This is an optimization exercise on Yosys and OpenROAD, whose aim is small area, not a production implementation. Where RTL was checked, it was by simulation tests only, not by an equivalence proof against the original. The RTL of run 1 was laid out without a check of its function. No activity file was given, so power comes from the tool's default toggle rates.

## flow/design.v

```verilog
`default_nettype none
module infix_expression_evaluator #(
	parameter int STACK_DEPTH = 16,
	parameter int VALUE_WIDTH = 32
) (
	input  wire logic        clk,
	input  wire logic        arst_n,
	input  wire logic        start,
	output logic             busy,
	input  wire logic [7:0]  symbol,
	input  wire logic        last,
	output logic             done,
	output logic [31:0]      value,
	output logic [1:0]       status
);
	localparam int Q  = 4;          
	localparam int P  = 32 / Q;     
	localparam int QB = $clog2(Q);
	localparam int ND = 14 * Q;     
	localparam int NO = 15;   
	localparam logic [2:0] P_ADD = 3'b000, P_SUB = 3'b001, P_MUL = 3'b100, P_DIV = 3'b101,
	                       P_OPEN = 3'b010, P_CLOSE = 3'b011, P_FIN = 3'b110, P_NOP = 3'b111;
	localparam logic [1:0] E_OK = 2'd0, E_BAD = 2'd1, E_DIVZ = 2'd2, E_STACK = 2'd3;
	localparam logic [3:0] S_IDLE = 4'd0, S_ACC = 4'd1, S_OPR = 4'd2, S_PRE = 4'd3,
	                       S_EMIT = 4'd4, S_M1 = 4'd5, S_A1 = 4'd6, S_M2 = 4'd7,
	                       S_ZC = 4'd8, S_IT = 4'd9, S_FS = 4'd10, S_M3 = 4'd11,
	                       S_A2 = 4'd12, S_RF = 4'd13, S_POP = 4'd14, S_POP2 = 4'd15;
	logic [3:0]  state;
	logic [QB+3:0] ph;           
	logic [3:0]  pho;            
	logic [4:0]  cnt_d, cnt_o;   
	logic [1:0]  err;
	logic [2:0]  pend, top_o, sec_o;
	logic        lastq, neg;
	logic [4:0]  k;              
	logic [Q*P-1:0] Xv, Yv, Rv;   
	logic        rsave, ysave, cf, qbit;
	logic [ND*P-1:0] ring;
	logic [NO*3-1:0]  oring;
	wire [QB-1:0] q   = ph[QB-1:0];
	wire          q0  = (q == QB'(0));
	wire          ql  = (q == QB'(Q-1));
	wire [P-1:0]  tap = ring[ND*P-1 -: P];
	wire [2:0]  otap = oring[NO*3-1 -: 3];
	wire is_dig = (symbol >= 8'd48) && (symbol <= 8'd57);
	logic       is_op;
	logic [2:0] sym_code;
	always_comb begin
		is_op = 1'b1;
		sym_code = P_ADD;
		case (symbol)
			8'd43: sym_code = P_ADD;
			8'd45: sym_code = P_SUB;
			8'd42: sym_code = P_MUL;
			8'd47: sym_code = P_DIV;
			8'd40: sym_code = P_OPEN;
			8'd41: sym_code = P_CLOSE;
			default: is_op = 1'b0;
		endcase
	end
	wire d_at = (ph[QB+3:QB] == cnt_d[3:0]);         
	wire o_at = (pho == 4'(cnt_o[3:0] - 4'd2));      
	wire d_empty = (cnt_d == 5'd0);
	wire d_lt2   = (cnt_d < 5'd2);
	wire d_full  = (cnt_d == 5'd16);
	wire o_empty = (cnt_o == 5'd0);
	wire o_lt2   = (cnt_o < 5'd2);
	wire o_full  = (cnt_o == 5'd16);
	wire dig_wait = is_dig && (err == E_OK) && !d_lt2 && !d_full && !d_at;
	assign busy = (state != S_IDLE) || !q0 || lastq || dig_wait;
	wire acc = start && !busy;
	wire op_mul = (top_o == P_MUL);
	wire op_div = (top_o == P_DIV);
	wire op_sub = (top_o == P_SUB);
	wire klast  = (k == 5'd31);
	logic X31, Y31;
	always_comb begin
		X31 = 1'b0;
		Y31 = 1'b0;
		for (int i = 0; i < Q; i++) if (q == QB'(Q-1-i)) begin
			X31 = Xv[i*P+P-1];
			Y31 = Yv[i*P+P-1];
		end
	end
	logic        c, m, inv, cin;
	wire  [P-1:0] Ah = {Rv[P-2:0], q0 ? c : rsave};
	wire  [P-1:0] Bh = (Xv[P-1:0] & {P{m}}) ^ {P{inv}};
	logic [P:0] Th;
	logic [P:0] cy;
	always_comb begin
		cy[0] = q0 ? cin : cf;
		for (int i = 0; i < P; i++) begin
			Th[i] = Ah[i] ^ Bh[i] ^ cy[i];
			cy[i+1] = (Ah[i] & Bh[i]) | (cy[i] & (Ah[i] ^ Bh[i]));
		end
		Th[P] = cy[P];
	end
	wire         T32 = Rv[P-1] ^ (Xv[P-1] & m) ^ inv ^ Th[P];    
	always_comb begin
		c = 1'b0; m = 1'b1; inv = 1'b0; cin = 1'b0;
		case (state)
			S_A1: begin inv = X31; cin = X31; end
			S_ZC: begin inv = !X31; cin = !X31; end
			S_A2: begin inv = neg; cin = neg; end
			default: begin  
				if (op_mul) begin
					m = Y31;
				end else if (op_div) begin
					c = Y31;
					inv = qbit ^ X31;    
					cin = inv;
				end else begin
					c = Y31 ^ op_sub;
					m = klast;
					cin = op_sub & klast;
				end
			end
		endcase
	end
	logic [3:0] state_n;
	logic [4:0] cnt_d_n, cnt_o_n;
	logic [1:0] err_n;
	logic [2:0] pend_n;
	logic       lastq_n;
	logic       wr_d, opush, opop, osec;
	logic       red, push, pop, fin_now, cdone;
	logic       x_y, y_r, y_sh, y_tap, r_zero, r_dig, r_sum;
	always_comb begin
		state_n = state;
		cnt_d_n = cnt_d;
		cnt_o_n = cnt_o;
		err_n   = err;
		pend_n  = pend;
		lastq_n = lastq;
		wr_d = 1'b0; opush = 1'b0; opop = 1'b0; osec = 1'b0;
		x_y = 1'b0; y_r = 1'b0; y_sh = 1'b0; y_tap = 1'b0;
		r_zero = 1'b0; r_dig = 1'b0; r_sum = 1'b0;
		done = 1'b0;
		red = 1'b0; push = 1'b0; pop = 1'b0; fin_now = 1'b0; cdone = 1'b0;
		case (state)
			S_IDLE: if (lastq) begin
				pend_n = P_FIN;
				if (ql) state_n = (err != E_OK) ? S_PRE : S_OPR;
			end else if (acc) begin
				state_n = S_ACC;
				lastq_n = last;
				pend_n = P_NOP;
				if (err != E_OK) begin
				end else if (is_dig) begin
					if (d_full) err_n = E_STACK;
					else begin
						pend_n = P_FIN;
						wr_d = !d_lt2;
						y_r = 1'b1;
						r_dig = 1'b1;
					end
				end else if (is_op) begin
					pend_n = sym_code;
				end else err_n = E_BAD;
			end
			S_ACC: begin
				case (pend)
					P_FIN: begin
						wr_d = !d_lt2;
						y_r = 1'b1;
						r_dig = 1'b1;
						if (ql) begin
							cnt_d_n = cnt_d + 5'd1;
							state_n = S_IDLE;
						end
					end
					P_NOP: if (ql) state_n = S_IDLE;
					default: if (ql) state_n = S_OPR;
				endcase
			end
			S_OPR: if (ql) begin
				case (pend)
					P_ADD, P_SUB: if (!o_empty && top_o != P_OPEN) red = 1'b1; else push = 1'b1;
					P_MUL, P_DIV: if (!o_empty && top_o[2]) red = 1'b1; else push = 1'b1;
					P_OPEN: push = 1'b1;
					P_CLOSE: begin
						if (o_empty) err_n = E_STACK;
						else if (top_o != P_OPEN) red = 1'b1;
						else begin pop = 1'b1; pend_n = P_NOP; end
					end
					P_NOP: cdone = 1'b1;
					default: begin  
						if (o_empty) fin_now = 1'b1;
						else if (top_o != P_OPEN) red = 1'b1;
						else pop = 1'b1;
					end
				endcase
				if (o_empty && pend == P_CLOSE) begin
					state_n = S_IDLE;
				end else if (fin_now) begin
					if (d_empty) err_n = E_STACK;
					state_n = S_PRE;
				end else if (pop) begin
					state_n = S_POP;
				end else if (red) begin
					if (d_lt2) begin
						err_n = E_STACK;
						state_n = S_IDLE;
					end else state_n = S_M1;
				end else if (push) begin
					if (o_full) begin
						err_n = E_STACK;
						state_n = S_IDLE;
					end else if (o_lt2 || o_at) begin
						opush = 1'b1;
						cnt_o_n = cnt_o + 5'd1;
						cdone = 1'b1;
					end
				end
				if (cdone) state_n = S_IDLE;
			end
			S_POP: if (ql) begin
				opop = 1'b1;
				cnt_o_n = cnt_o - 5'd1;
				state_n = S_POP2;
			end
			S_POP2: if (ql && (o_lt2 || o_at)) begin
				osec = 1'b1;
				state_n = S_OPR;
			end
			S_M1: begin
				x_y = 1'b1;
				y_r = 1'b1;
				r_zero = 1'b1;
				if (ql) begin
					cnt_d_n = cnt_d - 5'd1;
					state_n = op_div ? S_A1 : S_IT;
				end
			end
			S_A1: begin
				r_sum = 1'b1;
				if (ql) state_n = S_M2;
			end
			S_M2: begin
				x_y = 1'b1;
				y_r = 1'b1;
				r_zero = 1'b1;
				if (ql) state_n = S_ZC;
			end
			S_ZC: if (ql) begin
				if (!T32) begin
					err_n = E_DIVZ;
					state_n = S_IDLE;
				end else state_n = S_IT;
			end
			S_IT: begin
				r_sum = 1'b1;
				y_sh = 1'b1;
				if (ql && klast) state_n = op_div ? S_FS : S_RF;
			end
			S_FS: begin
				y_sh = 1'b1;
				if (ql) state_n = S_M3;
			end
			S_M3: begin
				x_y = 1'b1;
				r_zero = 1'b1;
				if (ql) state_n = S_A2;
			end
			S_A2: begin
				r_sum = 1'b1;
				if (ql) state_n = S_RF;
			end
			S_RF: begin
				if (d_lt2) begin
					if (ql) state_n = S_POP;
				end else if (d_at) begin
					y_tap = 1'b1;
					if (ql) state_n = S_POP;
				end
			end
			S_PRE: begin
				r_zero = (err != E_OK);
				if (ql) state_n = S_EMIT;
			end
			S_EMIT: begin
				done = q0;
				if (ql) begin
					cnt_d_n = 5'd0;
					cnt_o_n = 5'd0;
					err_n = E_OK;
					lastq_n = 1'b0;
					state_n = S_IDLE;
				end
			end
			default: state_n = S_IDLE;
		endcase
	end
	always_ff @(posedge clk or negedge arst_n) begin
		if (!arst_n) begin
			state <= S_IDLE;
			ph    <= (QB+4)'(2*Q);
			pho   <= 4'd0;
			cnt_d <= 5'd0;
			cnt_o <= 5'd0;
			err   <= E_OK;
			lastq <= 1'b0;
		end else begin
			state <= state_n;
			ph    <= (ph == (QB+4)'(16*Q-1)) ? (QB+4)'(2*Q) : ph + (QB+4)'(1);
			pho   <= (pho == 4'(NO-1)) ? 4'd0 : pho + 4'd1;
			cnt_d <= cnt_d_n;
			cnt_o <= cnt_o_n;
			err   <= err_n;
			lastq <= lastq_n;
		end
	end
	always_ff @(posedge clk) begin
		pend  <= pend_n;
		if (ql && state == S_A1) neg <= X31;
		else if (ql && state == S_ZC) neg <= neg ^ X31;
		if (state != S_IT) k <= 5'd0;
		else if (ql) k <= k + 5'd1;
		if (opush) begin
			top_o <= pend;
			sec_o <= top_o;
		end else begin
			if (opop) top_o <= sec_o;
			if (osec) sec_o <= otap;
		end
		cf    <= Th[P];
		rsave <= Rv[P-1];
		ysave <= Yv[P-1];
		if (ql && state == S_IT) qbit <= !T32;
		else if (state == S_ZC) qbit <= 1'b1;
		for (int i = 0; i < Q-1; i++) begin
			Xv[i*P +: P] <= Xv[(i+1)*P +: P];
			Yv[i*P +: P] <= Yv[(i+1)*P +: P];
			Rv[i*P +: P] <= Rv[(i+1)*P +: P];
		end
		Xv[Q*P-1 -: P] <= x_y ? Yv[P-1:0] : Xv[P-1:0];
		if (y_r) Yv[Q*P-1 -: P] <= Rv[P-1:0];
		else if (y_tap) Yv[Q*P-1 -: P] <= tap;
		else if (y_sh) Yv[Q*P-1 -: P] <= {Yv[P-2:0], q0 ? qbit : ysave};
		else Yv[Q*P-1 -: P] <= Yv[P-1:0];
		if (r_dig) Rv[Q*P-1 -: P] <= q0 ? P'(symbol[3:0]) : P'(0);
		else if (r_zero) Rv[Q*P-1 -: P] <= P'(0);
		else if (r_sum) Rv[Q*P-1 -: P] <= Th[P-1:0];
		else Rv[Q*P-1 -: P] <= Rv[P-1:0];
		ring  <= {ring[(ND-1)*P-1:0], wr_d ? Yv[P-1:0] : tap};
		oring <= {oring[(NO-1)*3-1:0], (opush && !o_lt2) ? sec_o : otap};
	end
	assign value = Rv;
	assign status = err;
endmodule
`default_nettype wire
```

## flow/standard.sh

```bash
#!/bin/bash
# synth_recipe.tcl (not shown) runs the flow's synth.tcl, then flattens the netlist and writes it again
# the make line also repeats each setting of config.mk as NAME=value (left out here)
make -C /OpenROAD-flow-scripts/flow DESIGN_CONFIG=/design/flow/config.mk WORK_HOME=/design/flow/orfs CLKGATE_MAP_FILE= SYNTH_SCRIPT=/design/flow/synth_recipe.tcl "${@:-finish}"
```

## flow/constraint.sdc

```tcl
create_clock -name core_clock -period 9.0 [get_ports {clk}]
set_input_delay 1.8000 -clock core_clock [delete_from_list [all_inputs] [get_ports {clk}]]
set_output_delay 1.8000 -clock core_clock [all_outputs]
set_load 0.01 [all_outputs]
```

## flow/flow/run.sh

```bash
#!/bin/bash
# Layout flow: the standard flow (standard.sh, unchanged synthesis) with
# two settings passed through the environment:
#  - clock tree synthesis without dummy loads, with sink clusters of up to
#    30 flip-flops within 60 um;
#  - port buffers of the smallest buffer cell.
# The full output goes to standard.log in the work folder.
export CTS_ARGS="-sink_clustering_enable -repair_clock_nets -dont_use_dummy_load -sink_clustering_size 12 -sink_clustering_max_diameter 35 -buf_list sky130_fd_sc_hd__clkbuf_4"
export BUFFER_PORTS_ARGS="-buffer_cell sky130_fd_sc_hd__buf_1"
bash standard.sh > standard.log 2>&1
```

## flow/config.mk

```make
export PLATFORM = sky130hd
export DESIGN_NAME = infix_expression_evaluator
export DESIGN_NICKNAME = infix_expression_evaluator
export VERILOG_FILES = /design/flow/design.v
export SDC_FILE = /design/flow/constraint.sdc
export NUM_CORES = 4
export LEC_CHECK = 0
export CAP_MARGIN = 20
export CORE_MARGIN = 2
export CORE_UTILIZATION = 65
export SLEW_MARGIN = 20
```

==> results of run 1 <==
cell type report:
type	count	area share, %
Sequential cell	635	74.5
Timing Repair Buffer	53	1.27
Antenna cell	1	0.0144
Tap cell	330	2.37
Multi-Input combinational cell	453	18.3
Inverter	20	0.432
Clock buffer	70	3.02
where the power goes:
| group | leakage (nW) | switching [mW] | internal (mW) |
|---|---|---|---|
| sequential | 5.25 | 0.156 | 3.07 |
| clock | 0.322 | 0.763 | 0.361 |
| combinational | 1.38 | 0.607 | 0.394 |
| total | 6.95 | 1.53 | 3.83 |
cells by family (layout without fill, tap and decap cells):
logic type / count (synthesis) / in the layout / share of synthesized area, %
adders and majority gates: 23 / 23 / 2.22
other: 0 / 1 / 0
AOI/OAI and AO/OA: 142 / 142 / 5.94
and+or+nand+nor: 204 / 204 / 6.02
buffers and inverters: 48 / 143 / 1.19
xor gates and xnor gates: 33 / 33 / 1.95
DFF: 635 / 635 / 79.3
muxes: 51 / 51 / 3.37
Yosys cell counts, types with 5 or more instances:
cell type,count
a21o_1,7
mux2i_1,19
dfxtp_1,597
xnor2_1,14
nor2_1,42
xor2_1,17
and2_1,5
fa_1,10
a31oi_1,6
nor2b_1,13
nor3_1,10
o31ai_1,5
ha_1,13
a211oi_1,8
edfxtp_1,11
inv_1,20
o21ai_0,44
a21oi_1,26
dfrtp_1,26
nand3_1,9
or2_2,6
mux2_2,30
nand2b_1,14
clkbuf_1,21
nand2_1,75
per-layer routing:
layer / global-route usage, % / wire length, µm / vias up
met5: 0 / 0 / -
met4: 9.13 / 823 / 0
met3: 4.33 / 1210 / 62
met2: 29.7 / 11100 / 205
met1: 30.7 / 12900 / 3778
li1: - / - / 3969
sequential cells by signal (all words and copies together) (netlist names), 4 cells and up:
register / cells
ph: 6
cnt_d: 5
Rv: 32
state: 4
cnt_o: 5
k: 5
ring: 448
Xv: 32
oring: 45
pho: 4
Yv: 32
through the flow:
step	util, %	std cells	setup slack, ns
floorplan	-	1136	3.17
global placement	67.5	1491	2.52
detailed placement	67.5	1491	2.39
CTS	69.6	1561	2.35
global route	69.6	1562	2.01
finish	69.6	1562	2.36
worst max-delay path by stage:
stage / startpoint / endpoint / cells after the start
2_1_floorplan: ph[0] / err[0] / 21
3_3_place_gp: ph[0] / err[0] / 20
3_5_place_dp: ph[0] / err[0] / 20
4_1_cts: ph[0] / state[3] / 20
5_1_grt: ph[0] / state[3] / 20
6_report: ph[0] / state[3] / 20
==> reports/metrics.csv, run 1 <==
stage,metric,value,unit
hold_path,hold_start,ring[127],
global_routing,grt_max_degree,35,
worst_setup_path,end_kind,flop,
sta,rsz0062_at_grt,false,
logic_synthesis,synth_seq_cells,635,
worst_setup_path,crit_chain,"inv_1, ha_1, a211oi_2, a211oi_4, mux2_1, a31o_1, xor2_1, fa_1, fa_1, fa_1, fa_1, fa_1, fa_1, fa_1, inv_1, fa_1, xnor2_1, xnor3_2, a211oi_1, nor3_1",
status,status,timing/DRC/antenna clean,
worst_setup_path,path_buf_inv,2,
sta,worst_hold_slack,0.267,ns
placed_design,gp_congestion,0.829,
placed_design,io_buffer_count,47,
placed_design,dpl_cell_area,16900,µm²
clocking,hold_buffers,0,
logic_synthesis,syn_inst,1136,
sta,finalHoldViolations,0,
routing,ant_nets,0,
clocking,clk_pin_slew_worst_paths,0.11,ns
logic_synthesis,syn-cell-area,16300,µm²
sta,tns,0,ns
worst_setup_path,cp.arrival,7.18,ns
logic_synthesis,yosysTopAreaCellShare,73.2,%
clocking,cts_htree_levels,3,
hold_path,holdPathStages,0,
finish,seq_area,13000,µm²
sta,fin_worst_skew,0.109,ns
die,io_pins,48,
clocking,cts_buffer_depth,3,
sta,clock.fmax,0.151,GHz
logic_synthesis,async_reset_ff_share,4.25,%
worst_setup_path,crit_path_start_kind,flop,
logic_synthesis,synth_fp_nets,1171,
logic_synthesis,seq_area_frac_synth,79.3,%
routing,viasPerCell,5.13,
sta,tightest_slew,0.921,ns
die,row_count,58,
clocking,clock_latency,0.72,ns
finish,final_nets,1268,
logic_synthesis,synth_edf_count,11,
placed_design,place_hpwl,16.8,mm
worst_setup_path,regToRegEndpoint,state[3],
clocking,cts_made_buffers,70,
finish,final_cell_mix,"dfxtp_1 (597), nand2_1 (75), clkbuf_4 (70), buf_1 (47), o21ai_0 (44)",
finish,final_common_cell,dfxtp_1,
clocking,cts_tree,built,
global_routing,grtUsageTotal,20.7,%
power_and_ir_drop,ir_worst_vdd,0.000209,V
clocking,post_cts_resized,0,
routing,vias,8014,
logic_synthesis,yosys.area.top_type,dfxtp_1,
worst_setup_path,path_delay_family,adder cells,
worst_setup_path,reg2regPathDepth,20,
routing,drtPass1Iterations,5,
logic_synthesis,yosys_warnings,1,
routing,wl_per_cell,16.6,µm
logic_synthesis,synth_area_per_cell,14.4,µm²
power_and_ir_drop,p_per_area,308,nW/µm²
die,die_h,163,µm
clocking,postCtsSetupBuffers,0,
die,start_util,65.4,%
sta,period_share,73.8,%
global_routing,antenna_found_initial,2,
finish,fin_area,17400,µm²
logic_synthesis,synth_flop_cell,dfxtp_1,
worst_setup_path,worstPathRequired,9.54,ns
worst_setup_path,crit_top_cell,fa_1,
power_and_ir_drop,p_leak,6.95,nW
routing,routed_wl,26.0,mm
sta,maxSlewHeadroom,38.2,%
die,core-area,25000,µm²
global_routing,grt_remaining_overflow,0,
sta,fin_crit,6.64,ns
worst_setup_path,critPathMaxFanout,16,
routing,drtIter0Drc,541,
worst_setup_path,rrSetupSlack,2.36,ns
logic_synthesis,yosys-top-cells-area,"dfxtp_1 (73%), dfrtp_1 (4.0%), mux2_2 (2.1%)",
clocking,cts_sinks,635,
worst_setup_path,r2r-start,ph[0],
worst_setup_path,slowest_stage,ha_1,
logic_synthesis,synth.distinct_cells,74,
finish,synthToLayoutAreaGrowth,6.41,%
sta,slew_violations,0,
hold_path,hold_class,reg -> reg,
global_routing,grt_pass1_vias,8086,
clocking,cts-root-buf,clkbuf_4,
global_routing,grt_pass1_wl,42.4,mm
routing,drc,0,
die,die-width,163,µm
finish,drive_above_1_share,10.1,%
sta,setup_viol,0,
flow_run,max_cap_violations,0,
worst_setup_path,max_stage_delay,0.59,ns
worst_setup_path,path_class,reg -> reg,
die,die-area,26400,µm²
hold_path,worstHoldEndpoint,ring[135],
finish,n_fill_cell,1699,
finish,multiInputGateArea,3190,µm²
power_and_ir_drop,power.total,5.35,mW
==> inputs of run 2 (changes only) <==
--- a/flow/design.v
+++ b/flow/design.v
@@ -60,5 +60,5 @@
 	end
 	wire d_at = (ph[QB+3:QB] == cnt_d[3:0]);         
-	wire o_at = (pho == 4'(cnt_o[3:0] - 4'd2));      
+	wire o_at = (pho == cnt_o[3:0]);                 
 	wire d_empty = (cnt_d == 5'd0);
 	wire d_lt2   = (cnt_d < 5'd2);
@@ -143,12 +143,10 @@
 				if (ql) state_n = (err != E_OK) ? S_PRE : S_OPR;
 			end else if (acc) begin
-				state_n = S_ACC;
 				lastq_n = last;
-				pend_n = P_NOP;
 				if (err != E_OK) begin
 				end else if (is_dig) begin
 					if (d_full) err_n = E_STACK;
 					else begin
-						pend_n = P_FIN;
+						state_n = S_ACC;
 						wr_d = !d_lt2;
 						y_r = 1'b1;
@@ -157,20 +155,15 @@
 				end else if (is_op) begin
 					pend_n = sym_code;
+					state_n = S_OPR;
 				end else err_n = E_BAD;
 			end
 			S_ACC: begin
-				case (pend)
-					P_FIN: begin
-						wr_d = !d_lt2;
-						y_r = 1'b1;
-						r_dig = 1'b1;
-						if (ql) begin
-							cnt_d_n = cnt_d + 5'd1;
-							state_n = S_IDLE;
-						end
-					end
-					P_NOP: if (ql) state_n = S_IDLE;
-					default: if (ql) state_n = S_OPR;
-				endcase
+				wr_d = !d_lt2;
+				y_r = 1'b1;
+				r_dig = 1'b1;
+				if (ql) begin
+					cnt_d_n = cnt_d + 5'd1;
+					state_n = S_IDLE;
+				end
 			end
 			S_OPR: if (ql) begin
@@ -296,5 +289,5 @@
 			state <= S_IDLE;
 			ph    <= (QB+4)'(2*Q);
-			pho   <= 4'd0;
+			pho   <= 4'd1;
 			cnt_d <= 5'd0;
 			cnt_o <= 5'd0;
@@ -304,5 +297,5 @@
 			state <= state_n;
 			ph    <= (ph == (QB+4)'(16*Q-1)) ? (QB+4)'(2*Q) : ph + (QB+4)'(1);
-			pho   <= (pho == 4'(NO-1)) ? 4'd0 : pho + 4'd1;
+			pho   <= (pho == 4'd15) ? 4'd1 : pho + 4'd1;
 			cnt_d <= cnt_d_n;
 			cnt_o <= cnt_o_n;
==> flow/flow/run.sh (replaced) <==
#!/bin/bash
# Layout flow: the standard flow (standard.sh, unchanged synthesis) with
# two settings passed through the environment:
#  - clock tree synthesis without dummy loads, with sink clusters of up to
#    30 flip-flops within 60 um;
#  - port buffers of the smallest buffer cell.
# The full output goes to standard.log in the work folder.
export CTS_ARGS="-sink_clustering_enable -repair_clock_nets -dont_use_dummy_load -sink_clustering_size 11 -sink_clustering_max_diameter 35 -buf_list sky130_fd_sc_hd__clkbuf_4"
export BUFFER_PORTS_ARGS="-buffer_cell sky130_fd_sc_hd__buf_1"
bash standard.sh > standard.log 2>&1
--- a/flow/config.mk
+++ b/flow/config.mk
@@ -8,4 +8,4 @@
 export CAP_MARGIN = 20
 export CORE_MARGIN = 2
-export CORE_UTILIZATION = 65
+export CORE_UTILIZATION = 75
 export SLEW_MARGIN = 20
==> reports/metrics.csv, run 2 <==
stage,metric,value,unit
power_and_ir_drop,p_per_area,294,nW/µm²
finish,drive_above_1_share,9.82,%
sta,setup_viol,0,
global_routing,grt_pass1_wl,50.2,mm
routing,drtPass1Iterations,14,
sta,finalHoldViolations,0,
clocking,post_cts_resized,0,
sta,clock.fmax,0.144,GHz
placed_design,io_buffer_count,47,
logic_synthesis,async_reset_ff_share,4.25,%
finish,reg_top3,"ring x448, oring x45",
die,core-area,21100,µm²
clocking,cts_sinks,635,
logic_synthesis,synth_area_per_cell,14.5,µm²
logic_synthesis,synth_fp_nets,1146,
routing,drtIter0Drc,728,
finish,top_register,ring,
finish,final_nets,1249,
sta,fin_crit,6.95,ns
sta,tns,0,ns
routing,vias,8548,
die,die-area,22700,µm²
die,start_util,76.5,%
worst_setup_path,end_kind,flop,
global_routing,antenna_found_initial,1,
power_and_ir_drop,p_leak,6.83,nW
logic_synthesis,yosys.area.top_type,dfxtp_1,
worst_setup_path,cp.arrival,7.53,ns
logic_synthesis,synth_flop_cell,dfxtp_1,
die,row_count,53,
routing,drc,0,
clocking,clock_latency,0.70,ns
sta,tightest_slew,1.05,ns
routing,viasPerCell,5.73,
logic_synthesis,yosys.cell_count.top_type,dfxtp_1,
hold_path,hold_class,reg -> reg,
worst_setup_path,critPathMaxFanout,11,
global_routing,grtUsageTotal,29.8,%
finish,synthToLayoutAreaGrowth,6.27,%
die,die-width,151,µm
finish,largest_reg_flops,448,
status,status,timing/DRC/antenna clean,
logic_synthesis,synth_seq_cells,635,
global_routing,grt_max_degree,32,
flow_run,max_cap_violations,0,
clocking,cts_tree,built,
logic_synthesis,seq_area_frac_synth,80.3,%
finish,final_common_cell,dfxtp_1,
sta,period_share,77.3,%
logic_synthesis,yosysTopAreaCellShare,74.1,%
placed_design,dpl_cell_area,16600,µm²
die,die_h,151,µm
logic_synthesis,synth_edf_count,11,
worst_setup_path,worstPathRequired,9.58,ns
placed_design,gp_congestion,0.837,
global_routing,grt_pass1_vias,8947,
finish,fin_area,17100,µm²
global_routing,grt_remaining_overflow,0,
clocking,postCtsSetupBuffers,0,
worst_setup_path,path_class,reg -> reg,
logic_synthesis,yosys_warnings,1,
sta,slew_violations,0,
routing,routed_wl,33.0,mm
routing,ant_nets,0,
die,io_pins,48,
logic_synthesis,synth.distinct_cells,63,
power_and_ir_drop,ir_worst_vdd,0.000200,V
routing,wl_per_cell,22.1,µm
sta,rsz0062_at_grt,false,
clocking,cts_made_buffers,70,
clocking,cts-root-buf,clkbuf_4,
clocking,clk_pin_slew_worst_paths,0.11,ns
logic_synthesis,syn-cell-area,16100,µm²
clocking,cts_buffer_depth,3,
finish,final_cell_mix,"dfxtp_1 (597), clkbuf_4 (70), nand2_1 (57), nor2_1 (47), buf_1 (47)",
finish,final_core_util,81.3,%
logic_synthesis,synth_common_cells,"dfxtp_1 (597), nand2_1 (57), nor2_1 (47)",
sta,maxSlewHeadroom,29.6,%
logic_synthesis,syn_inst,1111,
sta,fin_worst_skew,0.0721,ns
clocking,cts_htree_levels,3,
worst_setup_path,crit_path_start_kind,flop,
clocking,hold_buffers,0,
placed_design,place_hpwl,19.9,mm
logic_synthesis,yosys-top-cells-area,"dfxtp_1 (74%), dfrtp_1 (3.9%), mux2_2 (2.1%)",
==> run 2: critical path: stages (launching register included) <==
cell      delay (ns)
dfrtp_1         0.47
inv_1           0.18
ha_1            0.50
a211oi_2        0.13
a211oi_2        0.46
mux2_2          0.43
a211oi_4        0.51
xor2_1          0.18
fa_1            0.44
fa_1            0.40
fa_1            0.39
fa_1            0.39
fa_1            0.39
fa_1            0.39
fa_1            0.37
inv_1           0.09
fa_1            0.21
xnor2_1         0.15
xnor3_2         0.35
a21o_1          0.22
a211oi_1        0.22
==> run 2: path summary, 6_finish.rpt <==
path                            from        end  slack, ns  cells after the start
hold reg to reg            ring[174]  ring[182]       0.29                      0
min in group asynchronous     arst_n   cnt_d[2]       1.13                      2
setup reg to reg               ph[0]     err[0]       2.05                     20
setup / recovery               ph[0]     err[0]       2.05                     20
max in group asynchronous     arst_n      ph[3]       7.52                      2
hold / removal             ring[174]  ring[182]       0.29                      0
==> run 2: metal layers <==
| layer | share of wire [%] | wire (µm) | track usage (%) | up-vias |
|---|---|---|---|---|
| met3 | 6.3 | 2080 | 6.21 | 135 |
| met5 | 0 | 0 | 0 | - |
| li1 | - | - | - | 3896 |
| met2 | 48 | 16000 | 49.1 | 453 |
| met1 | 41 | 13500 | 38.5 | 4064 |
| met4 | 4.4 | 1440 | 12.8 | 0 |
==> run 2: logic make-up after synthesis <==
group	synth area share (%)
xor gates and xnor gates	1.83
muxes	3.03
adders and majority gates	2.25
and+or+nand+nor	5.90
AOI/OAI and AO/OA	5.54
buffers and inverters	1.11
DFF	80.3
==> run 2: final cells by class <==
cell class | instances | area, µm²
antenna | 5 | 12.5
clock buffer | 70 | 526
fill | 991 | 3950
inverter | 23 | 86.3
multi-input combinational | 431 | 2990
sequential | 635 | 13000
tap | 275 | 344
timing repair buffer | 53 | 221
==> run 2: report_power, final <==
group | total (mW) | leakage [nW] | switching [mW] | internal (mW)
Sequential | 3.18 | 5.24 | 0.169 | 3.01
Clock | 1.18 | 0.322 | 0.818 | 0.362
Combinational | 0.679 | 1.26 | 0.443 | 0.236
==> run 2: per-stage QoR <==
stage / cells / hold WS, ns / total power, mW / setup slack, ns
global route: 1492 / 0.286 / 5.23 / 1.83
CTS: 1487 / 0.291 / 5.04 / 2.13
global placement: 1417 / 0.310 / 3.84 / 2.55
floorplan: 1111 / 0.310 / 3.62 / 2.97
finish: 1492 / 0.286 / 5.04 / 2.05
detailed placement: 1417 / 0.312 / 3.89 / 2.27
==> inputs of run 3 (changes only) <==
--- a/flow/config.mk
+++ b/flow/config.mk
@@ -6,6 +6,6 @@
 export NUM_CORES = 4
 export LEC_CHECK = 0
-export CAP_MARGIN = 20
+export CAP_MARGIN = 0
 export CORE_MARGIN = 2
-export CORE_UTILIZATION = 75
-export SLEW_MARGIN = 20
+export CORE_UTILIZATION = 65
+export SLEW_MARGIN = 0
==> reports/metrics.csv, run 3 <==
stage,metric,value,unit
placed_design,io_buffer_count,47,
sta,fin_crit,6.77,ns
clocking,clk_pin_slew_worst_paths,0.10,ns
logic_synthesis,syn_inst,1111,
finish,largest_reg_flops,448,
finish,final_common_cell,dfxtp_1,
finish,final_nets,1249,
routing,drc,0,
clocking,post_cts_resized,0,
global_routing,grt_pass1_wl,40.8,mm
routing,ant_nets,0,
logic_synthesis,synth.distinct_cells,63,
power_and_ir_drop,ir_worst_vdd,0.000180,V
die,die-width,162,µm
clocking,cts_tree,built,
global_routing,antenna_found_initial,1,
status,status,timing/DRC/antenna clean,
sta,worst_hold_slack,0.268,ns
die,start_util,66.3,%
logic_synthesis,synth_area_per_cell,14.5,µm²
sta,fin_worst_skew,0.132,ns
global_routing,grtUsageTotal,19.8,%
sta,setup_viol,0,
routing,drtIter0Drc,350,
power_and_ir_drop,p_leak,6.83,nW
worst_setup_path,end_kind,flop,
clocking,hold_buffers,0,
logic_synthesis,yosysTopAreaCellShare,74.1,%
global_routing,grt_remaining_overflow,0,
clocking,clock_latency,0.69,ns
finish,final_core_util,70.7,%
finish,final_cell_mix,"dfxtp_1 (597), clkbuf_4 (71), nand2_1 (57), nor2_1 (47), buf_1 (47)",
worst_setup_path,crit_path_start_kind,flop,
die,io_pins,48,
global_routing,grt_pass1_vias,7845,
finish,reg_top3,"ring x448, oring x45",
sta,slew_violations,0,
logic_synthesis,syn-cell-area,16100,µm²
placed_design,place_hpwl,15.7,mm
finish,drive_above_1_share,9.82,%
sta,tightest_slew,0.968,ns
worst_setup_path,critPathMaxFanout,11,
clocking,postCtsSetupBuffers,0,
sta,maxSlewHeadroom,33.8,%
clocking,cts_htree_levels,3,
clocking,cts_sinks,635,
hold_path,hold_class,reg -> reg,
global_routing,grt_max_degree,32,
routing,viasPerCell,5.02,
logic_synthesis,yosys.area.top_type,dfxtp_1,
worst_setup_path,cp.arrival,7.28,ns
clocking,cts_buffer_depth,3,
logic_synthesis,yosys.cell_count.top_type,dfxtp_1,
die,die-area,26100,µm²
clocking,cts_made_buffers,71,
die,row_count,57,
sta,rsz0062_at_grt,false,
routing,routed_wl,24.6,mm
worst_setup_path,worstPathRequired,9.51,ns
logic_synthesis,synth_flop_cell,dfxtp_1,
logic_synthesis,synth_fp_nets,1146,
logic_synthesis,synth_common_cells,"dfxtp_1 (597), nand2_1 (57), nor2_1 (47)",
worst_setup_path,path_class,reg -> reg,
finish,n_fill_cell,1604,
routing,vias,7732,
die,die_h,162,µm
finish,top_register,ring,
finish,layout.cells.non_filler,1541,
die,core-area,24300,µm²
sta,finalHoldViolations,0,
placed_design,post-place-ws,2.30,ns
finish,synthToLayoutAreaGrowth,6.65,%
logic_synthesis,yosys_warnings,1,
logic_synthesis,yosys-top-cells-area,"dfxtp_1 (74%), dfrtp_1 (3.9%), mux2_2 (2.1%)",
sta,clock.fmax,0.148,GHz
clocking,cts-root-buf,clkbuf_4,
routing,wl_per_cell,16.0,µm
logic_synthesis,seq_area_frac_synth,80.3,%
flow_run,max_cap_violations,0,
routing,drtPass1Iterations,5,
placed_design,dp.cells,1465,
sta,setup_ws,2.23,ns
logic_synthesis,synth_seq_cells,635,
power_and_ir_drop,p_per_area,285,nW/µm²
sta,period_share,75.3,%
logic_synthesis,synth_edf_count,11,
logic_synthesis,async_reset_ff_share,4.25,%
placed_design,gp_congestion,0.815,
sta,tns,0,ns
[run 3: layout make-up]
class                   instances  area, µm²  area share [%]
flip-flops and latches        635      13000            75.3
inverters                      23       86.3           0.502
well taps                     324        405            2.36
diodes                          5       12.5          0.0727
multi-input cells             431       2990            17.4
clock buffers                  71        533            3.10
repair buffers                 52        214            1.24
[run 3: report_power, final]
part           internal, mW  switching, mW
registers              3.01          0.138
clock network         0.365          0.760
logic                 0.231          0.400
[run 3: final timing paths]
kind / startpoint / to / slack [ns] / cells past startpoint
setup / recovery: ph[0] / err[0] / 2.23 / 20
hold / removal: ring[14] / ring[22] / 0.27 / 0
setup reg to reg: ph[0] / err[0] / 2.23 / 20
hold reg to reg: ring[14] / ring[22] / 0.27 / 0
max in group asynchronous: arst_n / lastq / 7.47 / 2
min in group asynchronous: arst_n / state[3] / 1.12 / 2
[run 3: cells by family after synthesis]
logic type / synth area share [%]
compound gates: 5.54
xor+xnor: 1.83
fa+ha+maj: 2.25
buf+inv: 1.11
flops: 80.3
mux: 3.03
simple gates: 5.90
[run 3: worst max-delay path, cell delays in order, from the launching register on]
cell and delay [ns]:
dfrtp_1 0.46, inv_1 0.11, ha_1 0.35, nor2b_2 0.22, a211oi_2 0.36, mux2_2 0.42, a211oi_4 0.54, xor2_1 0.17
fa_1 0.45, fa_1 0.39, fa_1 0.41, fa_1 0.39, fa_1 0.39, fa_1 0.39, fa_1 0.37, inv_1 0.08
fa_1 0.19, xnor2_1 0.13, xnor3_2 0.34, a21o_1 0.22, a211oi_1 0.23
[run 3: stage by stage]
stage | total power, mW | instance area, µm²
CTS | 4.96 | 17200
detailed placement | 3.84 | 16700
finish | 4.90 | 17200
global placement | 3.83 | 16700
global route | 5.16 | 17200
floorplan | 3.62 | 16100
[run 3: metal layers]
metal	global-route usage, %	up-vias	share of wire [%]
li1	-	3907	-
met1	29.3	3629	50
met2	29.1	147	43
met3	3.65	49	3.9
met4	8.20	0	2.7
met5	0	-	0
==> inputs of run 4 (changes only) <==
--- a/flow/flow/run.sh
+++ b/flow/flow/run.sh
@@ -3,5 +3,5 @@
 # two settings passed through the environment:
 #  - clock tree synthesis without dummy loads, with sink clusters of up to
-#    30 flip-flops within 60 um;
+#    11 flip-flops within 35 um, driven by clkbuf_4 cells;
 #  - port buffers of the smallest buffer cell.
 # The full output goes to standard.log in the work folder.
--- a/flow/config.mk
+++ b/flow/config.mk
@@ -6,6 +6,6 @@
 export NUM_CORES = 4
 export LEC_CHECK = 0
-export CAP_MARGIN = 0
+export CAP_MARGIN = 20
 export CORE_MARGIN = 2
 export CORE_UTILIZATION = 65
-export SLEW_MARGIN = 0
+export SLEW_MARGIN = 20
==> reports/metrics.csv, run 4 <==
stage,metric,value,unit
finish,final_cell_mix,"dfxtp_1 (597), clkbuf_4 (71), nand2_1 (57), nor2_1 (47), buf_1 (47)",
routing,viasPerCell,5.02,
worst_setup_path,path_class,reg -> reg,
die,die-width,162,µm
sta,worst_hold_slack,0.268,ns
routing,wl_per_cell,16.0,µm
finish,layout.cells.non_filler,1541,
finish,final_core_util,70.7,%
finish,largest_reg_flops,448,
power_and_ir_drop,p_per_area,285,nW/µm²
logic_synthesis,yosys-top-cells-area,"dfxtp_1 (74%), dfrtp_1 (3.9%), mux2_2 (2.1%)",
routing,drtPass1Iterations,5,
logic_synthesis,yosys.cell_count.top_type,dfxtp_1,
routing,routed_wl,24.6,mm
sta,tns,0,ns
routing,drtIter0Drc,350,
sta,setup_ws,2.23,ns
hold_path,hold_class,reg -> reg,
logic_synthesis,async_reset_ff_share,4.25,%
sta,slew_violations,0,
routing,wl_met2,10.6,mm
worst_setup_path,cp.arrival,7.28,ns
finish,seq_area,13000,µm²
power_and_ir_drop,p_leak,6.83,nW
logic_synthesis,syn-cell-area,16100,µm²
die,die_h,162,µm
logic_synthesis,syn_inst,1111,
finish,reg_top3,"ring x448, oring x45",
sta,finalHoldViolations,0,
global_routing,grt_remaining_overflow,0,
logic_synthesis,synth_flop_cell,dfxtp_1,
clocking,clk_pin_slew_worst_paths,0.10,ns
die,die-area,26100,µm²
logic_synthesis,synth_common_cells,"dfxtp_1 (597), nand2_1 (57), nor2_1 (47)",
logic_synthesis,yosysTopAreaCellShare,74.1,%
sta,clock.fmax,0.148,GHz
clocking,cts_htree_levels,3,
placed_design,place_hpwl,15.7,mm
logic_synthesis,seq_area_frac_synth,80.3,%
placed_design,dp.cells,1465,
clocking,cts_tree,built,
logic_synthesis,synth_area_per_cell,14.5,µm²
placed_design,dpl_cell_area,16700,µm²
sta,fin_worst_skew,0.132,ns
logic_synthesis,synth_fp_nets,1146,
global_routing,grtUsageTotal,19.8,%
logic_synthesis,synth_seq_cells,635,
finish,final_nets,1249,
global_routing,grt_pass1_wl,40.8,mm
finish,n_fill_cell,1604,
logic_synthesis,yosys.area.top_type,dfxtp_1,
status,status,timing/DRC/antenna clean,
die,start_util,66.3,%
routing,wl_met1,12.4,mm
die,core-area,24300,µm²
finish,synthToLayoutAreaGrowth,6.65,%
logic_synthesis,yosys_warnings,1,
global_routing,grt_pass1_vias,7845,
sta,setup_viol,0,
worst_setup_path,crit_path_start_kind,flop,
global_routing,antenna_found_initial,1,
sta,maxSlewHeadroom,33.8,%
logic_synthesis,synth.distinct_cells,63,
clocking,cts-root-buf,clkbuf_4,
worst_setup_path,end_kind,flop,
clocking,hold_buffers,0,
global_routing,grt_max_degree,32,
routing,drc,0,
finish,fin_area,17200,µm²
clocking,postCtsSetupBuffers,0,
die,io_pins,48,
sta,fin_crit,6.77,ns
finish,final_common_cell,dfxtp_1,
power_and_ir_drop,power.total,4.90,mW
clocking,post_cts_resized,0,
placed_design,gp_congestion,0.815,
clocking,cts_buffer_depth,3,
logic_synthesis,synth_edf_count,11,
routing,ant_nets,0,
clocking,cts_made_buffers,71,
sta,period_share,75.3,%
finish,multiInputGateArea,2990,µm²
sta,rsz0062_at_grt,false,
worst_setup_path,worstPathRequired,9.51,ns
routing,wl_met3,961,µm
worst_setup_path,critPathMaxFanout,11,
power_and_ir_drop,ir_worst_vdd,0.000180,V
finish,top_register,ring,
routing,vias,7732,
die,row_count,57,
placed_design,post-place-ws,2.30,ns
routing,routed.top_layer,met4,
finish,drive_above_1_share,9.82,%
clocking,clock_latency,0.69,ns
placed_design,io_buffer_count,47,
flow_run,max_cap_violations,0,
clocking,cts_sinks,635,
sta,tightest_slew,0.968,ns
-- run 4: cell counts in the layout (fill, tap and decap cells not counted) --
No cell type changed its count.
-- run 4: path summary, 6_finish.rpt --
path                            startpoint        to  slack, ns  cells after the start
worst max-delay path                 ph[0]    err[0]       2.23                     20
worst min-delay path              ring[14]  ring[22]       0.27                      0
worst max register to register       ph[0]    err[0]       2.23                     20
worst min register to register    ring[14]  ring[22]       0.27                      0
max in group asynchronous           arst_n     lastq       7.47                      2
min in group asynchronous           arst_n  state[3]       1.12                      2
-- run 4: cells by family after synthesis --
logic type | after synthesis | synth area share (%)
DFF | 635 | 80.3
buffers and inverters | 45 | 1.11
and+or+nand+nor | 193 | 5.90
adders and majority gates | 23 | 2.25
xor gates and xnor gates | 32 | 1.83
muxes | 45 | 3.03
AOI/OAI and AO/OA | 138 | 5.54
-- run 4: final cells by class --
cell class / count / area share (%)
Antenna cell: 5 / 0.0727
Clock buffer: 71 / 3.10
Multi-Input combinational cell: 431 / 17.4
Timing Repair Buffer: 52 / 1.24
Tap cell: 324 / 2.36
Sequential cell: 635 / 75.3
Inverter: 23 / 0.502
-- run 4: worst max-delay path, cell delays in order (launching register included) --
cell and delay, ns:
dfrtp_1 0.46, inv_1 0.11, ha_1 0.35, nor2b_2 0.22, a211oi_2 0.36, mux2_2 0.42, a211oi_4 0.54, xor2_1 0.17
fa_1 0.45, fa_1 0.39, fa_1 0.41, fa_1 0.39, fa_1 0.39, fa_1 0.39, fa_1 0.37, inv_1 0.08
fa_1 0.19, xnor2_1 0.13, xnor3_2 0.34, a21o_1 0.22, a211oi_1 0.23
-- run 4: where the power goes --
part	leakage (nW)	total (mW)	internal [mW]	switching (mW)
Clock	0.327	1.13	0.365	0.760
Combinational	1.26	0.631	0.231	0.400
Sequential	5.24	3.15	3.01	0.138
Total	6.83	4.90	3.61	1.30
-- run 4: metal layers --
metal	vias to the layer above	GRT usage, %
met2	147	29.1
met5	-	0
met4	0	8.20
met3	49	3.65
li1	3907	-
met1	3629	29.3
==> inputs of run 5 (changes only) <==
==> flow/flow/run.sh (replaced) <==
#!/bin/bash
# Layout flow: the standard flow (standard.sh, unchanged synthesis) with
# two settings passed through the environment:
#  - clock tree synthesis without dummy loads, with sink clusters of up to
#    30 flip-flops within 60 um;
#  - port buffers of the smallest buffer cell.
# The full output goes to standard.log in the work folder.
export CTS_ARGS="-sink_clustering_enable -repair_clock_nets -dont_use_dummy_load -sink_clustering_size 10 -sink_clustering_max_diameter 40 -buf_list sky130_fd_sc_hd__clkbuf_4"
export BUFFER_PORTS_ARGS="-buffer_cell sky130_fd_sc_hd__buf_1"
bash standard.sh > standard.log 2>&1
==> reports/metrics.csv, run 5 <==
stage,metric,value,unit
status,status,timing/DRC/antenna clean,
placed_design,place_hpwl,15.7,mm
sta,fin_worst_skew,0.0875,ns
global_routing,grt_pass1_vias,7882,
logic_synthesis,synth.distinct_cells,63,
clocking,hold_buffers,0,
power_and_ir_drop,p_per_area,286,nW/µm²
logic_synthesis,synth_seq_cells,635,
sta,setup_viol,0,
sta,finalHoldViolations,0,
logic_synthesis,synth-simple-area-share,5.90,%
routing,drc,0,
finish,top_register,ring,
routing,wl_met3,1.03,mm
worst_setup_path,crit_path_start_kind,flop,
finish,reg_top3,"ring x448, oring x45",
die,row_count,57,
logic_synthesis,yosys_warnings,1,
routing,ant_nets,0,
logic_synthesis,synth_area_per_cell,14.5,µm²
global_routing,grt_max_degree,32,
routing,drtPass1Iterations,6,
worst_setup_path,worstPathRequired,9.52,ns
logic_synthesis,yosys-top-cells-area,"dfxtp_1 (74%), dfrtp_1 (3.9%), mux2_2 (2.1%)",
power_and_ir_drop,ir_worst_vdd,0.000196,V
hold_path,hold_class,reg -> reg,
finish,drive_above_1_share,10.2,%
global_routing,antenna_found_initial,1,
clocking,postCtsSetupBuffers,0,
die,start_util,66.3,%
logic_synthesis,yosys.area.top_type,dfxtp_1,
finish,final_common_cell,dfxtp_1,
die,core-area,24300,µm²
logic_synthesis,synth_common_cells,"dfxtp_1 (597), nand2_1 (57), nor2_1 (47)",
worst_setup_path,path_class,reg -> reg,
logic_synthesis,synth_fp_nets,1146,
worst_setup_path,cp.arrival,7.24,ns
routing,wl_met1,12.5,mm
global_routing,grt_pass1_wl,40.8,mm
finish,n_fill_cell,1617,
clocking,cts_htree_levels,3,
sta,tightest_slew,0.967,ns
logic_synthesis,synth_compound_area_share,5.54,%
logic_synthesis,yosysTopAreaCellShare,74.1,%
finish,synthToLayoutAreaGrowth,6.88,%
die,io_pins,48,
routing,wl_per_cell,15.9,µm
sta,tns,0,ns
clocking,clock_latency,0.70,ns
sta,maxSlewHeadroom,33.9,%
logic_synthesis,async_reset_ff_share,4.25,%
global_routing,grt_remaining_overflow,0,
routing,drtIter0Drc,396,
clocking,cts_sinks,635,
logic_synthesis,yosys.cell_count.top_type,dfxtp_1,
die,die-area,26100,µm²
power_and_ir_drop,p_leak,6.85,nW
logic_synthesis,synthMuxAreaShare,3.03,%
clocking,cts-root-buf,clkbuf_4,
routing,wl_met2,10.4,mm
clocking,cts_buffer_depth,3,
placed_design,io_buffer_count,47,
routing,vias,7778,
placed_design,gp_congestion,0.815,
routing,routed.top_layer,met4,
sta,rsz0062_at_grt,false,
sta,slew_violations,0,
logic_synthesis,synth_top_family_by_area,simple AND/OR/NAND/NOR gates,
finish,final_core_util,70.9,%
global_routing,grtUsageTotal,19.9,%
finish,largest_reg_flops,448,
finish,seq_area,13000,µm²
logic_synthesis,synth_xor_area_share,1.83,%
logic_synthesis,syn_inst,1111,
logic_synthesis,synth_edf_count,11,
routing,routed_wl,24.6,mm
clocking,clk_pin_slew_worst_paths,0.09,ns
logic_synthesis,synth_flop_cell,dfxtp_1,
finish,multiInputGateArea,2990,µm²
logic_synthesis,synthAdderAreaFrac,2.25,%
logic_synthesis,syn-cell-area,16100,µm²
clocking,cts_made_buffers,76,
sta,period_share,74.7,%
flow_run,max_cap_violations,0,
routing,viasPerCell,5.03,
finish,final_cell_mix,"dfxtp_1 (597), clkbuf_4 (76), nand2_1 (57), nor2_1 (47), buf_1 (47)",
sta,clock.fmax,0.149,GHz
finish,final_nets,1254,
clocking,post_cts_resized,0,
sta,fin_crit,6.72,ns
logic_synthesis,seq_area_frac_synth,80.3,%
die,die_h,162,µm
die,die-width,162,µm
worst_setup_path,critPathMaxFanout,11,
clocking,cts_tree,built,
worst_setup_path,end_kind,flop,
[run 5: logic make-up (layout without fill, tap and decap cells)]
logic type / Yosys count / count (layout)
fa+ha+maj: 23 / 23
compound gates: 138 / 138
mux: 45 / 45
other cells: 0 / 5
simple gates: 193 / 193
xor+xnor: 32 / 32
buf+inv: 45 / 151
flops: 635 / 635
[run 5: worst paths after layout]
path / from / cells past startpoint / end / slack, ns
hold / removal: ring[14] / 0 / ring[22] / 0.28
min in group asynchronous: arst_n / 2 / state[3] / 1.13
setup reg to reg: ph[0] / 20 / err[0] / 2.28
hold reg to reg: ring[14] / 0 / ring[22] / 0.28
max in group asynchronous: arst_n / 2 / ph[3] / 7.49
setup / recovery: ph[0] / 20 / err[0] / 2.28
[run 5: area by class of cell]
cell class / instances / area share [%]
well taps: 324 / 2.35
inverters: 23 / 0.501
repair buffers: 52 / 1.24
diodes: 5 / 0.0726
flip-flops and latches: 635 / 75.2
clock buffers: 76 / 3.31
multi-input cells: 431 / 17.4
[run 5: where the power goes]
| group | internal (mW) | total (mW) | leakage, nW | switching, mW |
|---|---|---|---|---|
| combinational | 0.231 | 0.632 | 1.26 | 0.402 |
| clock | 0.391 | 1.15 | 0.350 | 0.763 |
| sequential | 3.01 | 3.15 | 5.24 | 0.138 |
[run 5: worst max-delay path, stage by stage, from the launching register on]
cell and delay [ns]:
dfrtp_1 0.45, inv_1 0.11, ha_1 0.35, nor2b_2 0.22, a211oi_2 0.36, mux2_2 0.42
a211oi_4 0.54, xor2_1 0.17, fa_1 0.45, fa_1 0.39, fa_1 0.41, fa_1 0.39
fa_1 0.39, fa_1 0.39, fa_1 0.37, inv_1 0.08, fa_1 0.19, xnor2_1 0.13
xnor3_2 0.35, a21o_1 0.22, a211oi_1 0.23
[run 5: metal layers]
metal	global-route usage (%)	vias to the layer above
met2	29.2	179
li1	-	3916
met3	3.95	58
met5	0	-
met1	29.4	3625
met4	7.71	0
[run 5: per-stage QoR]
| stage | instance area (µm²) | setup slack (ns) | instances | hold slack (ns) | total power [mW] |
|---|---|---|---|---|---|
| 2_1_floorplan | 16100 | 2.97 | 1111 | 0.310 | 3.62 |
| 3_3_place_gp | 16700 | 2.52 | 1465 | 0.310 | 3.83 |
| 3_5_place_dp | 16700 | 2.30 | 1465 | 0.312 | 3.84 |
| 4_1_cts | 17200 | 2.26 | 1541 | 0.277 | 4.98 |
| 5_1_grt | 17200 | 1.87 | 1546 | 0.286 | 5.20 |
| 6_report | 17200 | 2.28 | 1546 | 0.283 | 4.93 |
==> inputs of run 6 (changes only) <==
==> flow/flow/run.sh (replaced) <==
#!/bin/bash
# Layout flow: the standard flow (standard.sh, unchanged synthesis) with
# two settings passed through the environment:
#  - clock tree synthesis without dummy loads, with sink clusters of up to
#    30 flip-flops within 60 um;
#  - port buffers of the smallest buffer cell.
# The full output goes to standard.log in the work folder.
export CTS_ARGS="-sink_clustering_enable -repair_clock_nets -dont_use_dummy_load -sink_clustering_size 11 -sink_clustering_max_diameter 35 -buf_list {sky130_fd_sc_hd__clkbuf_2 sky130_fd_sc_hd__clkbuf_4}"
export BUFFER_PORTS_ARGS="-buffer_cell sky130_fd_sc_hd__buf_1"
bash standard.sh > standard.log 2>&1
==> reports/metrics.csv, run 6 <==
stage,metric,value,unit
hold_path,worstHoldEndpoint,ring[22],
logic_synthesis,yosys_warnings,1,
placed_design,place_hpwl,15.7,mm
power_and_ir_drop,clkPwrFrac,23.0,%
finish,layout.cells.non_filler,1541,
die,die-width,162,µm
worst_setup_path,critPathMaxFanout,11,
die,row_count,57,
die,io_pins,48,
clocking,hold_buffers,0,
placed_design,dpl_cell_area,16700,µm²
clocking,clock_latency,0.69,ns
logic_synthesis,yosys.area.top_type,dfxtp_1,
placed_design,post-place-ws,2.30,ns
finish,seq_area,13000,µm²
sta,setup_viol,0,
global_routing,grt_pass1_vias,7845,
finish,final_cell_mix,"dfxtp_1 (597), clkbuf_4 (71), nand2_1 (57), nor2_1 (47), buf_1 (47)",
sta,finalHoldViolations,0,
clocking,postCtsSetupBuffers,0,
sta,clock.fmax,0.148,GHz
clocking,cts_buffer_depth,3,
clocking,cts_tree,built,
die,start_util,66.3,%
power_and_ir_drop,switching_share,26.5,%
power_and_ir_drop,power.total,4.90,mW
power_and_ir_drop,ir_worst_vdd,0.000180,V
worst_setup_path,rrSetupSlack,2.23,ns
power_and_ir_drop,p_leak,6.83,nW
clocking,cts_htree_levels,3,
global_routing,grt_max_degree,32,
sta,rsz0062_at_grt,false,
sta,tightest_slew,0.968,ns
placed_design,gp_congestion,0.815,
sta,slew_violations,0,
routing,ant_nets,0,
routing,routed_wl,24.6,mm
clocking,cts-root-buf,clkbuf_4,
worst_setup_path,max_stage_delay,0.54,ns
finish,n_fill_cell,1604,
sta,worst_hold_slack,0.268,ns
placed_design,io_buffer_count,47,
routing,vias,7732,
logic_synthesis,async_reset_ff_share,4.25,%
worst_setup_path,slowest_stage,a211oi_4,
clocking,cts_made_buffers,71,
logic_synthesis,yosys-top-cells-area,"dfxtp_1 (74%), dfrtp_1 (3.9%), mux2_2 (2.1%)",
logic_synthesis,yosysTopAreaCellShare,74.1,%
worst_setup_path,crit_path_start_kind,flop,
sta,tns,0,ns
worst_setup_path,cp.arrival,7.28,ns
routing,viasPerCell,5.02,
flow_run,max_cap_violations,0,
routing,drc,0,
worst_setup_path,crit_chain,"inv_1, ha_1, nor2b_2, a211oi_2, mux2_2, a211oi_4, xor2_1, fa_1, fa_1, fa_1, fa_1, fa_1, fa_1, fa_1, inv_1, fa_1, xnor2_1, xnor3_2, a21o_1, a211oi_1",
worst_setup_path,worstPathRequired,9.51,ns
worst_setup_path,reg2regPathDepth,20,
worst_setup_path,path_class,reg -> reg,
hold_path,holdPathStages,0,
finish,final_nets,1249,
power_and_ir_drop,p_sw,1.30,mW
power_and_ir_drop,p_per_area,285,nW/µm²
finish,largest_reg_flops,448,
logic_synthesis,synth_flop_cell,dfxtp_1,
routing,drtIter0Drc,350,
logic_synthesis,syn_inst,1111,
placed_design,dp.cells,1465,
logic_synthesis,syn-cell-area,16100,µm²
worst_setup_path,crit_top_cell,fa_1,
global_routing,grtUsageTotal,19.8,%
status,status,timing/DRC/antenna clean,
hold_path,hold_class,reg -> reg,
worst_setup_path,r2r-start,ph[0],
logic_synthesis,yosys.cell_count.top_type,dfxtp_1,
routing,drtPass1Iterations,5,
routing,wl_per_cell,16.0,µm
power_and_ir_drop,p_int,3.61,mW
finish,final_common_cell,dfxtp_1,
die,core-area,24300,µm²
clocking,clk_pin_slew_worst_paths,0.10,ns
logic_synthesis,synth_common_cells,"dfxtp_1 (597), nand2_1 (57), nor2_1 (47)",
sta,fin_crit,6.77,ns
worst_setup_path,end_kind,flop,
logic_synthesis,seq_area_frac_synth,80.3,%
logic_synthesis,synth_seq_cells,635,
die,die-area,26100,µm²
sta,fin_worst_skew,0.132,ns
finish,top_register,ring,
sta,maxSlewHeadroom,33.8,%
finish,reg_top3,"ring x448, oring x45",
finish,multiInputGateArea,2990,µm²
logic_synthesis,synth_area_per_cell,14.5,µm²
global_routing,grt_pass1_wl,40.8,mm
clocking,cts_sinks,635,
die,die_h,162,µm
hold_path,hold_start,ring[14],
finish,drive_above_1_share,9.82,%
logic_synthesis,synth.distinct_cells,63,
finish,fin_area,17200,µm²
global_routing,antenna_found_initial,1,
power_and_ir_drop,p_comb_share,12.9,%
sta,setup_ws,2.23,ns
sta,period_share,75.3,%
global_routing,grt_remaining_overflow,0,
finish,synthToLayoutAreaGrowth,6.65,%
power_and_ir_drop,power_frac_seq,64.2,%
finish,final_core_util,70.7,%
logic_synthesis,synth_edf_count,11,
logic_synthesis,synth_fp_nets,1146,
clocking,post_cts_resized,0,
worst_setup_path,regToRegEndpoint,err[0],
[run 6: power groups by stage]
stage | clock, mW | combinational [mW] | sequential [mW]
final | 1.13 | 0.631 | 3.15
after global routing | 1.29 | 0.702 | 3.17
after CTS | 1.18 | 0.629 | 3.15
after detailed placement | 0 | 0.626 | 3.21
after global placement | 0 | 0.626 | 3.21
after floorplan | 0 | 0.451 | 3.17
[run 6: worst max-delay path by stage]
stage | startpoint | end | slack (ns)
2_1_floorplan | ph[0] | err[0] | 2.97
3_3_place_gp | ph[0] | err[0] | 2.52
3_5_place_dp | ph[0] | err[0] | 2.30
4_1_cts | ph[0] | err[0] | 2.19
5_1_grt | ph[0] | err[0] | 1.75
6_report | ph[0] | err[0] | 2.23
[run 6: logic make-up (layout without fill, tap and decap cells)]
logic type,after synthesis,count (layout),synth area share [%]
simple gates,193,193,5.90
compound gates,138,138,5.54
mux,45,45,3.03
fa+ha+maj,23,23,2.25
flops,635,635,80.3
xor+xnor,32,32,1.83
buf+inv,45,146,1.11
other cells,0,5,0
[run 6: area by class of cell]
class	count	share of cell area (%)
Timing Repair Buffer	52	1.24
Multi-Input combinational cell	431	17.4
Inverter	23	0.502
Clock buffer	71	3.10
Tap cell	324	2.36
Antenna cell	5	0.0727
Sequential cell	635	75.3
[run 6: worst max-delay path, delay by kind of cell (launching register included)]
family                     cells  cell delay (ns)
adders and majority gates      9             3.33
AOI/OAI and AO/OA              4             1.35
xor gates and xnor gates       3             0.64
DFF                            1             0.46
muxes                          1             0.42
and+or+nand+nor                1             0.22
buffers and inverters          2             0.19
[run 6: per-layer routing]
layer  global-route usage (%)  wire length (µm)
met2                     29.1             10600
met3                     3.65               961
met4                     8.20               675
met1                     29.3             12400
met5                        0                 0

-- what the ideal ports hide --
The flow's constraints put no driver on any port. The routed layouts listed below were extracted and timed again, unchanged, in two steps.
Step 1 (the two cells are an assumption about what drives the block):
set clk [get_ports {clk}]
set_driving_cell -lib_cell sky130_fd_sc_hd__clkbuf_16 $clk
set_driving_cell -lib_cell sky130_fd_sc_hd__buf_2 [delete_from_list [all_inputs] $clk]
Step 2 times the ports against the registers' clock, not the clock port: input delays grow and output delays shrink by t, the midpoint of the rising clock arrivals with the driver on.
Slacks: no drivers / after step 1 / after step 2; pairs: no drivers / after step 1.
run	t, ns	setup WS [ns]	worst hold slack (ns)	clock arrival spread, ns	worst register clock-pin slew, ns
run 1	0.709	2.357 / 2.357 / 2.357	0.267 / 0.267 / 0.267	0.115 / 0.115	0.12 / 0.12
run 2	0.722	2.047 / 2.047 / 2.047	0.286 / 0.286 / 0.286	0.075 / 0.075	0.12 / 0.12
run 3	0.668	2.226 / 2.226 / 2.226	0.268 / 0.268 / 0.268	0.133 / 0.133	0.11 / 0.11
run 4	0.668	2.226 / 2.226 / 2.226	0.268 / 0.268 / 0.268	0.133 / 0.133	0.11 / 0.11
run 5	0.693	2.281 / 2.281 / 2.281	0.283 / 0.283 / 0.283	0.104 / 0.104	0.10 / 0.10
run 6	0.668	2.226 / 2.226 / 2.226	0.268 / 0.268 / 0.268	0.133 / 0.133	0.11 / 0.11
After both steps every run listed still meets setup and hold.
